This is an optimization exercise on Yosys and OpenROAD, whose aim is small area, a short achievable clock period and few clock cycles, not a production implementation.
At most, simulation tests tie the RTL to the original design; equivalence was not proved.

==> inputs of yarrow <==
Design servo_slew_position_controller, start of the top module:
module servo_slew_position_controller
(
    input  logic                        i_clk,
    input  logic                        i_rst_n,
    input  logic                        i_in_valid,
    output logic                        o_in_stall,
    input  logic [sspc_pkg::REQ_W-1:0] i_req_type,
    input  logic signed [sspc_pkg::ANGLE_W-1:0] i_angle,
    input  logic signed [sspc_pkg::DIR_W-1:0] i_direction,
    output logic                        o_out_valid,
    input  logic                        i_out_stall,
    output logic [sspc_pkg::PULSE_W-1:0] o_pulse_width,
    output logic [sspc_pkg::PULSE_W-1:0] o_target_width,
    output logic                        o_pwm_write,
    input  logic                        i_cfg_valid,
    output logic                        o_cfg_ready,
    input  logic [sspc_pkg::CFG_IDX_W-1:0] i_cfg_index,
    input  logic [sspc_pkg::CFG_DAT_W-1:0] i_cfg_data
);
clock: 11.0 ns
lec_check: 0
abc_area: 1
cap_margin: 20
core_margin: 2
core_utilization: 40
setup_slack_margin: 5
slew_margin: 20
standard.sh (not shown) runs the stock make flow with config.mk's settings and CLKGATE_MAP_FILE= SYNTH_SCRIPT=/design/flow/synth_recipe.tcl, a recipe that flattens the netlist after the stock synthesis.
==> flow/flow/run.sh <==
#!/bin/bash
set -euo pipefail
MARGIN=${MARGIN:-6.0}
sed "s/SETUP_SLACK_MARGIN=5/SETUP_SLACK_MARGIN=${MARGIN}/" standard.sh > standard_margin.sh
grep -q "SETUP_SLACK_MARGIN=${MARGIN}" standard_margin.sh
bash standard_margin.sh > flow.log 2>&1
==> pepper: changes against yarrow <==
--- a/flow/design.v
+++ b/flow/design.v
@@ -106,23 +106,27 @@
         end
     end
     logic signed [10:0] dd_c;
     logic signed [12:0] pd_c;
     logic        c_dz, c_dneg, c_pneg;
     logic [9:0]  c_den;
     logic [11:0] c_pmag;
+    logic [13:0] c_pmag3;    
     assign dd_c = 11'(r_deg_high) - 11'(r_deg_low);
     assign pd_c = $signed({1'b0, r_pls_high}) - $signed({1'b0, r_pls_low});
     always_ff @(posedge i_clk) begin
         c_dz   <= (dd_c == 11'sd0);
         c_dneg <= dd_c[10];
         c_den  <= dd_c[10] ? 10'(-dd_c) : dd_c[9:0];
         c_pneg <= pd_c[12];
         c_pmag <= pd_c[12] ? 12'(-pd_c) : pd_c[11:0];
     end
+    always_ff @(posedge i_clk) begin
+        c_pmag3 <= 14'(pd_c[12] ? 12'(-pd_c) : pd_c[11:0]) * 14'd3;
+    end
     logic [11:0] r_cur, r_tgt;
     logic        r_wr, r_ov;
     logic        en;
     assign en = !(r_ov && i_out_stall);
     assign o_cfg_ready    = 1'b1;
     assign o_in_stall     = !en;
     assign o_out_valid    = r_ov;
@@ -495,17 +499,20 @@
     assign i_ovf = p8_ovf;
     assign i_q   = c8_q_83;
     logic        qneg;
     assign qneg = i_sx ^ c_dneg ^ c_pneg;
     logic [12:0]        cp;
     logic signed [12:0] cm;
     logic [11:0]        tick_cur;
+    logic signed [13:0] over_hi, under_lo;
     assign cp = {1'b0, r_cur} + {1'b0, r_step};
     assign cm = $signed({1'b0, r_cur}) - $signed({1'b0, r_step});
-    assign tick_cur = ({1'b0, r_tgt} > cp) ? cp[11:0] : ($signed({1'b0, r_tgt}) < cm) ? cm[11:0] : r_tgt;
+    assign over_hi  = $signed({2'b0, r_tgt}) - $signed({2'b0, r_cur}) - $signed({2'b0, r_step});
+    assign under_lo = $signed({2'b0, r_tgt}) - $signed({2'b0, r_cur}) + $signed({2'b0, r_step});
+    assign tick_cur = (over_hi > 14'sd0) ? cp[11:0] : under_lo[13] ? cm[11:0] : r_tgt;
     logic        is_rel, sub;
     logic [11:0] base;
     logic [12:0] sum;
     logic [11:0] map_t, rel_t;
     assign is_rel = (i_op == OP_REL);
     assign sub    = is_rel && qneg;
     assign base   = is_rel ? r_tgt : r_pls_low;
==> flow/flow/run.sh (replaced) <==
#!/bin/bash
set -euo pipefail
MARGIN=${MARGIN:-5.6}
sed "s/SETUP_SLACK_MARGIN=5/SETUP_SLACK_MARGIN=${MARGIN}/" standard.sh > standard_margin.sh
grep -q "SETUP_SLACK_MARGIN=${MARGIN}" standard_margin.sh
bash standard_margin.sh > flow.log 2>&1
Settings changed: ABC_AREA 1 to default.
==> reports/metrics.cfg <==
[routing]
wl_met3_um = 2996
top_layer = met4

[layout]
drive_above_1_share = 0.05991
clockNetworkAreaShare = 0.04499
stdcell_count = 4446

[worst_setup_path]
crit_path_max_fanout = 11

[placement]
place.gp.congestion = 0.9278

[outcome]
status = no timing/DRC/antenna violations

(the above is from yarrow)
==> reports/metrics.cfg <==
[outcome]
status = no timing/DRC/antenna violations

[routing]
wl_met3_um = 3121

[layout]
stdcell_count = 4098

(the above is from pepper)
Testbench counts of yarrow, summed over its fixed seeds: cycles 7,632.
Testbench counts of pepper, summed over its fixed seeds: cycles 7,632.

========
==> run a <==
Another version of the RTL of servo_slew_position_controller (not shown whole).
clock: 11.0 ns
lec_check: 0
abc_area: 1
cap_margin: 20
core_margin: 2
core_utilization: 40
setup_slack_margin: 5
slew_margin: 20
==> flow/flow/run.sh <==
#!/bin/bash
set -euo pipefail
MARGIN=${MARGIN:-6.5}
sed "s/SETUP_SLACK_MARGIN=5/SETUP_SLACK_MARGIN=${MARGIN}/" standard.sh > standard_margin.sh
grep -q "SETUP_SLACK_MARGIN=${MARGIN}" standard_margin.sh
bash standard_margin.sh > flow.log 2>&1
==> run b (differences from run a) <==
--- a/flow/design.v
+++ b/flow/design.v
@@ -105,34 +105,35 @@
             endcase
         end
     end
     logic signed [10:0] dd_c;
     logic signed [12:0] pd_c;
     logic        c_dz, c_dneg, c_pneg;
     logic [9:0]  c_den;
     logic [11:0] c_pmag;
+    logic [13:0] c_pmag3;    
     assign dd_c = 11'(r_deg_high) - 11'(r_deg_low);
     assign pd_c = $signed({1'b0, r_pls_high}) - $signed({1'b0, r_pls_low});
     always_ff @(posedge i_clk) begin
         c_dz   <= (dd_c == 11'sd0);
         c_dneg <= dd_c[10];
         c_den  <= dd_c[10] ? 10'(-dd_c) : dd_c[9:0];
         c_pneg <= pd_c[12];
         c_pmag <= pd_c[12] ? 12'(-pd_c) : pd_c[11:0];
     end
+    always_ff @(posedge i_clk) begin
+        c_pmag3 <= 14'(pd_c[12] ? 12'(-pd_c) : pd_c[11:0]) * 14'd3;
+    end
     logic [11:0] r_cur, r_tgt;
     logic        r_wr, r_ov;
-    logic        k_v, k_sx, k_ovf;
-    logic [2:0]  k_op;
-    logic [11:0] k_q;
     logic        en;
-    assign en = !k_v;
+    assign en = !(r_ov && i_out_stall);
     assign o_cfg_ready    = 1'b1;
-    assign o_in_stall     = k_v;
+    assign o_in_stall     = !en;
     assign o_out_valid    = r_ov;
     assign o_pulse_width  = r_cur;
     assign o_target_width = r_tgt;
     assign o_pwm_write    = r_wr;
     logic [2:0] c0_op_1;
     always_comb begin
         case (i_req_type)
             3'd0: c0_op_1 = OP_TICK;
@@ -145,17 +146,17 @@
     end
     logic signed [14:0] c0_ae_2;
     assign c0_ae_2 = (i_req_type == 3'd5) ? (15'(r_home) <<< 4) : 15'(i_angle);
     logic signed [14:0] c0_sb_3;
     assign c0_sb_3 = (i_req_type == 3'd2) ? 15'sd0 : (15'(r_deg_low) <<< 4);
     logic signed [14:0] c0_x_4;
     assign c0_x_4 = c0_ae_2 - c0_sb_3;
     logic [13:0] c0_a_5;
-    assign c0_a_5 = c0_x_4[13:0] ^ {14{c0_x_4[14]}};
+    assign c0_a_5 = c0_x_4[14] ? 14'(-c0_x_4) : c0_x_4[13:0];
     logic c0_sx_6;
     assign c0_sx_6 = c0_x_4[14];
     logic [13:0] p1_a;
     logic [2:0] p1_op;
     logic p1_sx;
     logic p1_v;
     always_ff @(posedge i_clk) begin
         if (!i_rst_n) begin
@@ -167,19 +168,19 @@
     always_ff @(posedge i_clk) begin
         if (en) begin
             p1_a <= c0_a_5;
             p1_op <= c0_op_1;
             p1_sx <= c0_sx_6;
         end
     end
     logic [19:0] c1_plo_7;
-    assign c1_plo_7 = 20'(p1_a) * 20'(c_pmag[5:0]) + (p1_sx ? 20'(c_pmag[5:0]) : 20'd0);
+    assign c1_plo_7 = 20'(p1_a) * 20'(c_pmag[5:0]);
     logic [19:0] c1_phi_8;
-    assign c1_phi_8 = 20'(p1_a) * 20'(c_pmag[11:6]) + (p1_sx ? 20'(c_pmag[11:6]) : 20'd0);
+    assign c1_phi_8 = 20'(p1_a) * 20'(c_pmag[11:6]);
     logic [2:0] p2_op;
     logic [19:0] p2_phi;
     logic [19:0] p2_plo;
     logic p2_sx;
     logic p2_v;
     always_ff @(posedge i_clk) begin
         if (!i_rst_n) begin
             p2_v <= 1'b0;
@@ -487,46 +488,32 @@
     assign c8_r0_81 = {1'b0, c8_t0_80} - {2'b0, c_den};
     logic c8_ge0_82;
     assign c8_ge0_82 = !c8_r0_81[11];
     logic [11:0] c8_q_83;
     assign c8_q_83 = {p8_q, c8_ge0_82};
     logic        i_v, i_sx, i_ovf;
     logic [2:0]  i_op;
     logic [11:0] i_q;
-    logic        f_free;
-    assign f_free = !r_ov || !i_out_stall;
-    assign i_v   = k_v ? 1'b1  : p8_v;
-    assign i_op  = k_v ? k_op  : p8_op;
-    assign i_sx  = k_v ? k_sx  : p8_sx;
-    assign i_ovf = k_v ? k_ovf : p8_ovf;
-    assign i_q   = k_v ? k_q   : c8_q_83;
-    always_ff @(posedge i_clk) begin
-        if (!i_rst_n) begin
-            k_v <= 1'b0;
-        end else begin
-            k_v <= i_v && !f_free;
-        end
-    end
-    always_ff @(posedge i_clk) begin
-        if (!k_v) begin
-            k_op  <= p8_op;
-            k_sx  <= p8_sx;
-            k_ovf <= p8_ovf;
-            k_q   <= c8_q_83;
-        end
-    end
+    assign i_v   = p8_v;
+    assign i_op  = p8_op;
+    assign i_sx  = p8_sx;
+    assign i_ovf = p8_ovf;
+    assign i_q   = c8_q_83;
     logic        qneg;
     assign qneg = i_sx ^ c_dneg ^ c_pneg;
     logic [12:0]        cp;
     logic signed [12:0] cm;
     logic [11:0]        tick_cur;
+    logic signed [13:0] over_hi, under_lo;
     assign cp = {1'b0, r_cur} + {1'b0, r_step};
     assign cm = $signed({1'b0, r_cur}) - $signed({1'b0, r_step});
-    assign tick_cur = ({1'b0, r_tgt} > cp) ? cp[11:0] : ($signed({1'b0, r_tgt}) < cm) ? cm[11:0] : r_tgt;
+    assign over_hi  = $signed({2'b0, r_tgt}) - $signed({2'b0, r_cur}) - $signed({2'b0, r_step});
+    assign under_lo = $signed({2'b0, r_tgt}) - $signed({2'b0, r_cur}) + $signed({2'b0, r_step});
+    assign tick_cur = (over_hi > 14'sd0) ? cp[11:0] : under_lo[13] ? cm[11:0] : r_tgt;
     logic        is_rel, sub;
     logic [11:0] base;
     logic [12:0] sum;
     logic [11:0] map_t, rel_t;
     assign is_rel = (i_op == OP_REL);
     assign sub    = is_rel && qneg;
     assign base   = is_rel ? r_tgt : r_pls_low;
     assign sum    = {1'b0, base} + ({1'b0, i_q} ^ {13{sub}}) + {12'd0, sub};
@@ -534,17 +521,17 @@
                   : (i_ovf || c_pneg || (i_q > c_pmag)) ? r_pls_high : sum[11:0];
     assign rel_t  = (i_ovf || sum[12]) ? (qneg ? 12'd0 : 12'hfff) : sum[11:0];
     always_ff @(posedge i_clk) begin
         if (!i_rst_n) begin
             r_ov  <= 1'b0;
             r_wr  <= 1'b0;
             r_cur <= PULSE_RST;
             r_tgt <= PULSE_RST;
-        end else if (f_free) begin
+        end else if (en) begin
             r_ov <= i_v;
             if (i_v) begin
                 r_wr <= (i_op == OP_TICK);
                 case (i_op)
                     OP_TICK: r_cur <= tick_cur;
                     OP_MAP:  if (!c_dz) r_tgt <= map_t;
                     OP_REL:  if (!c_dz) r_tgt <= rel_t;
                     OP_CUR:  r_tgt <= r_cur;
==> flow/flow/run.sh (replaced) <==
#!/bin/bash
set -euo pipefail
MARGIN=${MARGIN:-5.9}
sed "s/SETUP_SLACK_MARGIN=5/SETUP_SLACK_MARGIN=${MARGIN}/" standard.sh > standard_margin.sh
grep -q "SETUP_SLACK_MARGIN=${MARGIN}" standard_margin.sh
bash standard_margin.sh > flow.log 2>&1
- ABC_AREA: 1 -> unset
==> run c (differences from run a) <==
--- a/flow/design.v
+++ b/flow/design.v
@@ -116,23 +116,20 @@
         c_dz   <= (dd_c == 11'sd0);
         c_dneg <= dd_c[10];
         c_den  <= dd_c[10] ? 10'(-dd_c) : dd_c[9:0];
         c_pneg <= pd_c[12];
         c_pmag <= pd_c[12] ? 12'(-pd_c) : pd_c[11:0];
     end
     logic [11:0] r_cur, r_tgt;
     logic        r_wr, r_ov;
-    logic        k_v, k_sx, k_ovf;
-    logic [2:0]  k_op;
-    logic [11:0] k_q;
     logic        en;
-    assign en = !k_v;
+    assign en = !(r_ov && i_out_stall);
     assign o_cfg_ready    = 1'b1;
-    assign o_in_stall     = k_v;
+    assign o_in_stall     = !en;
     assign o_out_valid    = r_ov;
     assign o_pulse_width  = r_cur;
     assign o_target_width = r_tgt;
     assign o_pwm_write    = r_wr;
     logic [2:0] c0_op_1;
     always_comb begin
         case (i_req_type)
             3'd0: c0_op_1 = OP_TICK;
@@ -145,17 +142,17 @@
     end
     logic signed [14:0] c0_ae_2;
     assign c0_ae_2 = (i_req_type == 3'd5) ? (15'(r_home) <<< 4) : 15'(i_angle);
     logic signed [14:0] c0_sb_3;
     assign c0_sb_3 = (i_req_type == 3'd2) ? 15'sd0 : (15'(r_deg_low) <<< 4);
     logic signed [14:0] c0_x_4;
     assign c0_x_4 = c0_ae_2 - c0_sb_3;
     logic [13:0] c0_a_5;
-    assign c0_a_5 = c0_x_4[13:0] ^ {14{c0_x_4[14]}};
+    assign c0_a_5 = c0_x_4[14] ? 14'(-c0_x_4) : c0_x_4[13:0];
     logic c0_sx_6;
     assign c0_sx_6 = c0_x_4[14];
     logic [13:0] p1_a;
     logic [2:0] p1_op;
     logic p1_sx;
     logic p1_v;
     always_ff @(posedge i_clk) begin
         if (!i_rst_n) begin
@@ -167,19 +164,19 @@
     always_ff @(posedge i_clk) begin
         if (en) begin
             p1_a <= c0_a_5;
             p1_op <= c0_op_1;
             p1_sx <= c0_sx_6;
         end
     end
     logic [19:0] c1_plo_7;
-    assign c1_plo_7 = 20'(p1_a) * 20'(c_pmag[5:0]) + (p1_sx ? 20'(c_pmag[5:0]) : 20'd0);
+    assign c1_plo_7 = 20'(p1_a) * 20'(c_pmag[5:0]);
     logic [19:0] c1_phi_8;
-    assign c1_phi_8 = 20'(p1_a) * 20'(c_pmag[11:6]) + (p1_sx ? 20'(c_pmag[11:6]) : 20'd0);
+    assign c1_phi_8 = 20'(p1_a) * 20'(c_pmag[11:6]);
     logic [2:0] p2_op;
     logic [19:0] p2_phi;
     logic [19:0] p2_plo;
     logic p2_sx;
     logic p2_v;
     always_ff @(posedge i_clk) begin
         if (!i_rst_n) begin
             p2_v <= 1'b0;
@@ -487,38 +484,21 @@
     assign c8_r0_81 = {1'b0, c8_t0_80} - {2'b0, c_den};
     logic c8_ge0_82;
     assign c8_ge0_82 = !c8_r0_81[11];
     logic [11:0] c8_q_83;
     assign c8_q_83 = {p8_q, c8_ge0_82};
     logic        i_v, i_sx, i_ovf;
     logic [2:0]  i_op;
     logic [11:0] i_q;
-    logic        f_free;
-    assign f_free = !r_ov || !i_out_stall;
-    assign i_v   = k_v ? 1'b1  : p8_v;
-    assign i_op  = k_v ? k_op  : p8_op;
-    assign i_sx  = k_v ? k_sx  : p8_sx;
-    assign i_ovf = k_v ? k_ovf : p8_ovf;
-    assign i_q   = k_v ? k_q   : c8_q_83;
-    always_ff @(posedge i_clk) begin
-        if (!i_rst_n) begin
-            k_v <= 1'b0;
-        end else begin
-            k_v <= i_v && !f_free;
-        end
-    end
-    always_ff @(posedge i_clk) begin
-        if (!k_v) begin
-            k_op  <= p8_op;
-            k_sx  <= p8_sx;
-            k_ovf <= p8_ovf;
-            k_q   <= c8_q_83;
-        end
-    end
+    assign i_v   = p8_v;
+    assign i_op  = p8_op;
+    assign i_sx  = p8_sx;
+    assign i_ovf = p8_ovf;
+    assign i_q   = c8_q_83;
     logic        qneg;
     assign qneg = i_sx ^ c_dneg ^ c_pneg;
     logic [12:0]        cp;
     logic signed [12:0] cm;
     logic [11:0]        tick_cur;
     assign cp = {1'b0, r_cur} + {1'b0, r_step};
     assign cm = $signed({1'b0, r_cur}) - $signed({1'b0, r_step});
     assign tick_cur = ({1'b0, r_tgt} > cp) ? cp[11:0] : ($signed({1'b0, r_tgt}) < cm) ? cm[11:0] : r_tgt;
@@ -534,17 +514,17 @@
                   : (i_ovf || c_pneg || (i_q > c_pmag)) ? r_pls_high : sum[11:0];
     assign rel_t  = (i_ovf || sum[12]) ? (qneg ? 12'd0 : 12'hfff) : sum[11:0];
     always_ff @(posedge i_clk) begin
         if (!i_rst_n) begin
             r_ov  <= 1'b0;
             r_wr  <= 1'b0;
             r_cur <= PULSE_RST;
             r_tgt <= PULSE_RST;
-        end else if (f_free) begin
+        end else if (en) begin
             r_ov <= i_v;
             if (i_v) begin
                 r_wr <= (i_op == OP_TICK);
                 case (i_op)
                     OP_TICK: r_cur <= tick_cur;
                     OP_MAP:  if (!c_dz) r_tgt <= map_t;
                     OP_REL:  if (!c_dz) r_tgt <= rel_t;
                     OP_CUR:  r_tgt <= r_cur;
==> flow/flow/run.sh (replaced) <==
#!/bin/bash
set -euo pipefail
MARGIN=${MARGIN:-6.4}
sed "s/SETUP_SLACK_MARGIN=5/SETUP_SLACK_MARGIN=${MARGIN}/" standard.sh > standard_margin.sh
grep -q "SETUP_SLACK_MARGIN=${MARGIN}" standard_margin.sh
bash standard_margin.sh > flow.log 2>&1
==> run d (differences from run a) <==
--- a/flow/design.v
+++ b/flow/design.v
@@ -105,34 +105,35 @@
             endcase
         end
     end
     logic signed [10:0] dd_c;
     logic signed [12:0] pd_c;
     logic        c_dz, c_dneg, c_pneg;
     logic [9:0]  c_den;
     logic [11:0] c_pmag;
+    logic [13:0] c_pmag3;    
     assign dd_c = 11'(r_deg_high) - 11'(r_deg_low);
     assign pd_c = $signed({1'b0, r_pls_high}) - $signed({1'b0, r_pls_low});
     always_ff @(posedge i_clk) begin
         c_dz   <= (dd_c == 11'sd0);
         c_dneg <= dd_c[10];
         c_den  <= dd_c[10] ? 10'(-dd_c) : dd_c[9:0];
         c_pneg <= pd_c[12];
         c_pmag <= pd_c[12] ? 12'(-pd_c) : pd_c[11:0];
     end
+    always_ff @(posedge i_clk) begin
+        c_pmag3 <= 14'(pd_c[12] ? 12'(-pd_c) : pd_c[11:0]) * 14'd3;
+    end
     logic [11:0] r_cur, r_tgt;
     logic        r_wr, r_ov;
-    logic        k_v, k_sx, k_ovf;
-    logic [2:0]  k_op;
-    logic [11:0] k_q;
     logic        en;
-    assign en = !k_v;
+    assign en = !(r_ov && i_out_stall);
     assign o_cfg_ready    = 1'b1;
-    assign o_in_stall     = k_v;
+    assign o_in_stall     = !en;
     assign o_out_valid    = r_ov;
     assign o_pulse_width  = r_cur;
     assign o_target_width = r_tgt;
     assign o_pwm_write    = r_wr;
     logic [2:0] c0_op_1;
     always_comb begin
         case (i_req_type)
             3'd0: c0_op_1 = OP_TICK;
@@ -145,17 +146,17 @@
     end
     logic signed [14:0] c0_ae_2;
     assign c0_ae_2 = (i_req_type == 3'd5) ? (15'(r_home) <<< 4) : 15'(i_angle);
     logic signed [14:0] c0_sb_3;
     assign c0_sb_3 = (i_req_type == 3'd2) ? 15'sd0 : (15'(r_deg_low) <<< 4);
     logic signed [14:0] c0_x_4;
     assign c0_x_4 = c0_ae_2 - c0_sb_3;
     logic [13:0] c0_a_5;
-    assign c0_a_5 = c0_x_4[13:0] ^ {14{c0_x_4[14]}};
+    assign c0_a_5 = c0_x_4[14] ? 14'(-c0_x_4) : c0_x_4[13:0];
     logic c0_sx_6;
     assign c0_sx_6 = c0_x_4[14];
     logic [13:0] p1_a;
     logic [2:0] p1_op;
     logic p1_sx;
     logic p1_v;
     always_ff @(posedge i_clk) begin
         if (!i_rst_n) begin
@@ -167,19 +168,19 @@
     always_ff @(posedge i_clk) begin
         if (en) begin
             p1_a <= c0_a_5;
             p1_op <= c0_op_1;
             p1_sx <= c0_sx_6;
         end
     end
     logic [19:0] c1_plo_7;
-    assign c1_plo_7 = 20'(p1_a) * 20'(c_pmag[5:0]) + (p1_sx ? 20'(c_pmag[5:0]) : 20'd0);
+    assign c1_plo_7 = 20'(p1_a) * 20'(c_pmag[5:0]);
     logic [19:0] c1_phi_8;
-    assign c1_phi_8 = 20'(p1_a) * 20'(c_pmag[11:6]) + (p1_sx ? 20'(c_pmag[11:6]) : 20'd0);
+    assign c1_phi_8 = 20'(p1_a) * 20'(c_pmag[11:6]);
     logic [2:0] p2_op;
     logic [19:0] p2_phi;
     logic [19:0] p2_plo;
     logic p2_sx;
     logic p2_v;
     always_ff @(posedge i_clk) begin
         if (!i_rst_n) begin
             p2_v <= 1'b0;
@@ -487,46 +488,32 @@
     assign c8_r0_81 = {1'b0, c8_t0_80} - {2'b0, c_den};
     logic c8_ge0_82;
     assign c8_ge0_82 = !c8_r0_81[11];
     logic [11:0] c8_q_83;
     assign c8_q_83 = {p8_q, c8_ge0_82};
     logic        i_v, i_sx, i_ovf;
     logic [2:0]  i_op;
     logic [11:0] i_q;
-    logic        f_free;
-    assign f_free = !r_ov || !i_out_stall;
-    assign i_v   = k_v ? 1'b1  : p8_v;
-    assign i_op  = k_v ? k_op  : p8_op;
-    assign i_sx  = k_v ? k_sx  : p8_sx;
-    assign i_ovf = k_v ? k_ovf : p8_ovf;
-    assign i_q   = k_v ? k_q   : c8_q_83;
-    always_ff @(posedge i_clk) begin
-        if (!i_rst_n) begin
-            k_v <= 1'b0;
-        end else begin
-            k_v <= i_v && !f_free;
-        end
-    end
-    always_ff @(posedge i_clk) begin
-        if (!k_v) begin
-            k_op  <= p8_op;
-            k_sx  <= p8_sx;
-            k_ovf <= p8_ovf;
-            k_q   <= c8_q_83;
-        end
-    end
+    assign i_v   = p8_v;
+    assign i_op  = p8_op;
+    assign i_sx  = p8_sx;
+    assign i_ovf = p8_ovf;
+    assign i_q   = c8_q_83;
     logic        qneg;
     assign qneg = i_sx ^ c_dneg ^ c_pneg;
     logic [12:0]        cp;
     logic signed [12:0] cm;
     logic [11:0]        tick_cur;
+    logic signed [13:0] over_hi, under_lo;
     assign cp = {1'b0, r_cur} + {1'b0, r_step};
     assign cm = $signed({1'b0, r_cur}) - $signed({1'b0, r_step});
-    assign tick_cur = ({1'b0, r_tgt} > cp) ? cp[11:0] : ($signed({1'b0, r_tgt}) < cm) ? cm[11:0] : r_tgt;
+    assign over_hi  = $signed({2'b0, r_tgt}) - $signed({2'b0, r_cur}) - $signed({2'b0, r_step});
+    assign under_lo = $signed({2'b0, r_tgt}) - $signed({2'b0, r_cur}) + $signed({2'b0, r_step});
+    assign tick_cur = (over_hi > 14'sd0) ? cp[11:0] : under_lo[13] ? cm[11:0] : r_tgt;
     logic        is_rel, sub;
     logic [11:0] base;
     logic [12:0] sum;
     logic [11:0] map_t, rel_t;
     assign is_rel = (i_op == OP_REL);
     assign sub    = is_rel && qneg;
     assign base   = is_rel ? r_tgt : r_pls_low;
     assign sum    = {1'b0, base} + ({1'b0, i_q} ^ {13{sub}}) + {12'd0, sub};
@@ -534,17 +521,17 @@
                   : (i_ovf || c_pneg || (i_q > c_pmag)) ? r_pls_high : sum[11:0];
     assign rel_t  = (i_ovf || sum[12]) ? (qneg ? 12'd0 : 12'hfff) : sum[11:0];
     always_ff @(posedge i_clk) begin
         if (!i_rst_n) begin
             r_ov  <= 1'b0;
             r_wr  <= 1'b0;
             r_cur <= PULSE_RST;
             r_tgt <= PULSE_RST;
-        end else if (f_free) begin
+        end else if (en) begin
             r_ov <= i_v;
             if (i_v) begin
                 r_wr <= (i_op == OP_TICK);
                 case (i_op)
                     OP_TICK: r_cur <= tick_cur;
                     OP_MAP:  if (!c_dz) r_tgt <= map_t;
                     OP_REL:  if (!c_dz) r_tgt <= rel_t;
                     OP_CUR:  r_tgt <= r_cur;
==> flow/flow/run.sh (replaced) <==
#!/bin/bash
set -euo pipefail
MARGIN=${MARGIN:-6.2}
sed "s/SETUP_SLACK_MARGIN=5/SETUP_SLACK_MARGIN=${MARGIN}/" standard.sh > standard_margin.sh
grep -q "SETUP_SLACK_MARGIN=${MARGIN}" standard_margin.sh
bash standard_margin.sh > flow.log 2>&1
- ABC_AREA: 1 -> unset
==> comparison table <==
	run d	run a	run b	run c
Result of the run	finished clean	finished clean	finished clean	finished clean
Simple-gate share of the synthesized area	0.142	0.161	0.142	0.178
Worst hold slack after final layout	0.404 ns	0.416 ns	0.400 ns	0.411 ns
Core box area	70000 um2	71900 um2	70000 um2	69900 um2
Share of the yosys chip area belonging to registers	0.322	0.325	0.322	0.323
Placed wire-length estimate after detailed placement	52.0 mm	53.7 mm	52.2 mm	52.0 mm
Mapped cell area	28300 um2	29100 um2	28300 um2	28200 um2
Buffer share of cell area	0.0589	0.0449	0.0430	0.0390
Setup CP Type	reg -> reg	reg -> reg	in -> out	in -> out
Fraction of layout instances using a drive strength above 1	0.166	0.0981	0.120	0.0780
Yosys top cell area share	0.233	0.227	0.233	0.235
Fraction of synthesized area in multiplexers	0.0450	0.000344	0.0450	0.00116
Area occupied by multi-input gates	19100 um2	17900 um2	18400 um2	16900 um2
Count of buffer and inverter cells on the critical path	3	5	3	3
Launching instance or port of the critical path	c_den[1]	p1_a[3]	i_out_stall	i_out_stall
R2r startpoint	c_den[1]	p1_a[3]	p1_a[5]	p1_a[8]
Post-synthesis net count	3491	4040	3491	3873
Testbench counts of run b, summed over its fixed seeds: cycles 7,632.
Testbench counts of run c, summed over its fixed seeds: cycles 7,632.
Testbench counts of run d, summed over its fixed seeds: cycles 7,632.
Function not checked in run a: the RTL went through the layout flow alone.

[afterwards: timing with drivers on the ports]
How much do the figures lean on ideal ports? The routed layouts below were timed once more, with nothing changed but the port constraints.
Step 1: set_driving_cell puts a clkbuf_16 on i_clk and a buf_2 on each other input, an assumption about the parent block.
Step 2 also shifts input and output timing later by t, the mid clock arrival at the registers, as if the neighbouring blocks saw the same clock.
Three values: no drivers, after step 1, after step 2; two values: the first two.
run | shift t [ns] | setup WS [ns] | worst setup path after step 2 | worst data-port slew with drivers (ns)
yarrow | 0.621 | 6.136 / 6.078 / 5.632 | input to register | 0.06
pepper | 0.614 | 5.712 / 5.687 / 5.346 | input to register | 0.08
run a | 0.627 | 6.305 / 6.305 / 6.117 | input to register | 0.06
run b | 0.617 | 6.005 / 5.966 / 5.488 | input to register | 0.06
run c | 0.629 | 6.287 / 6.211 / 5.972 | input to register | 0.08
run d | 0.627 | 6.177 / 6.175 / 5.645 | input to register | 0.06
After both steps every run listed still meets setup and hold. The setup slack of run d, which loses most, moves by -0.002 ns with the drivers and by -0.532 ns with both steps.
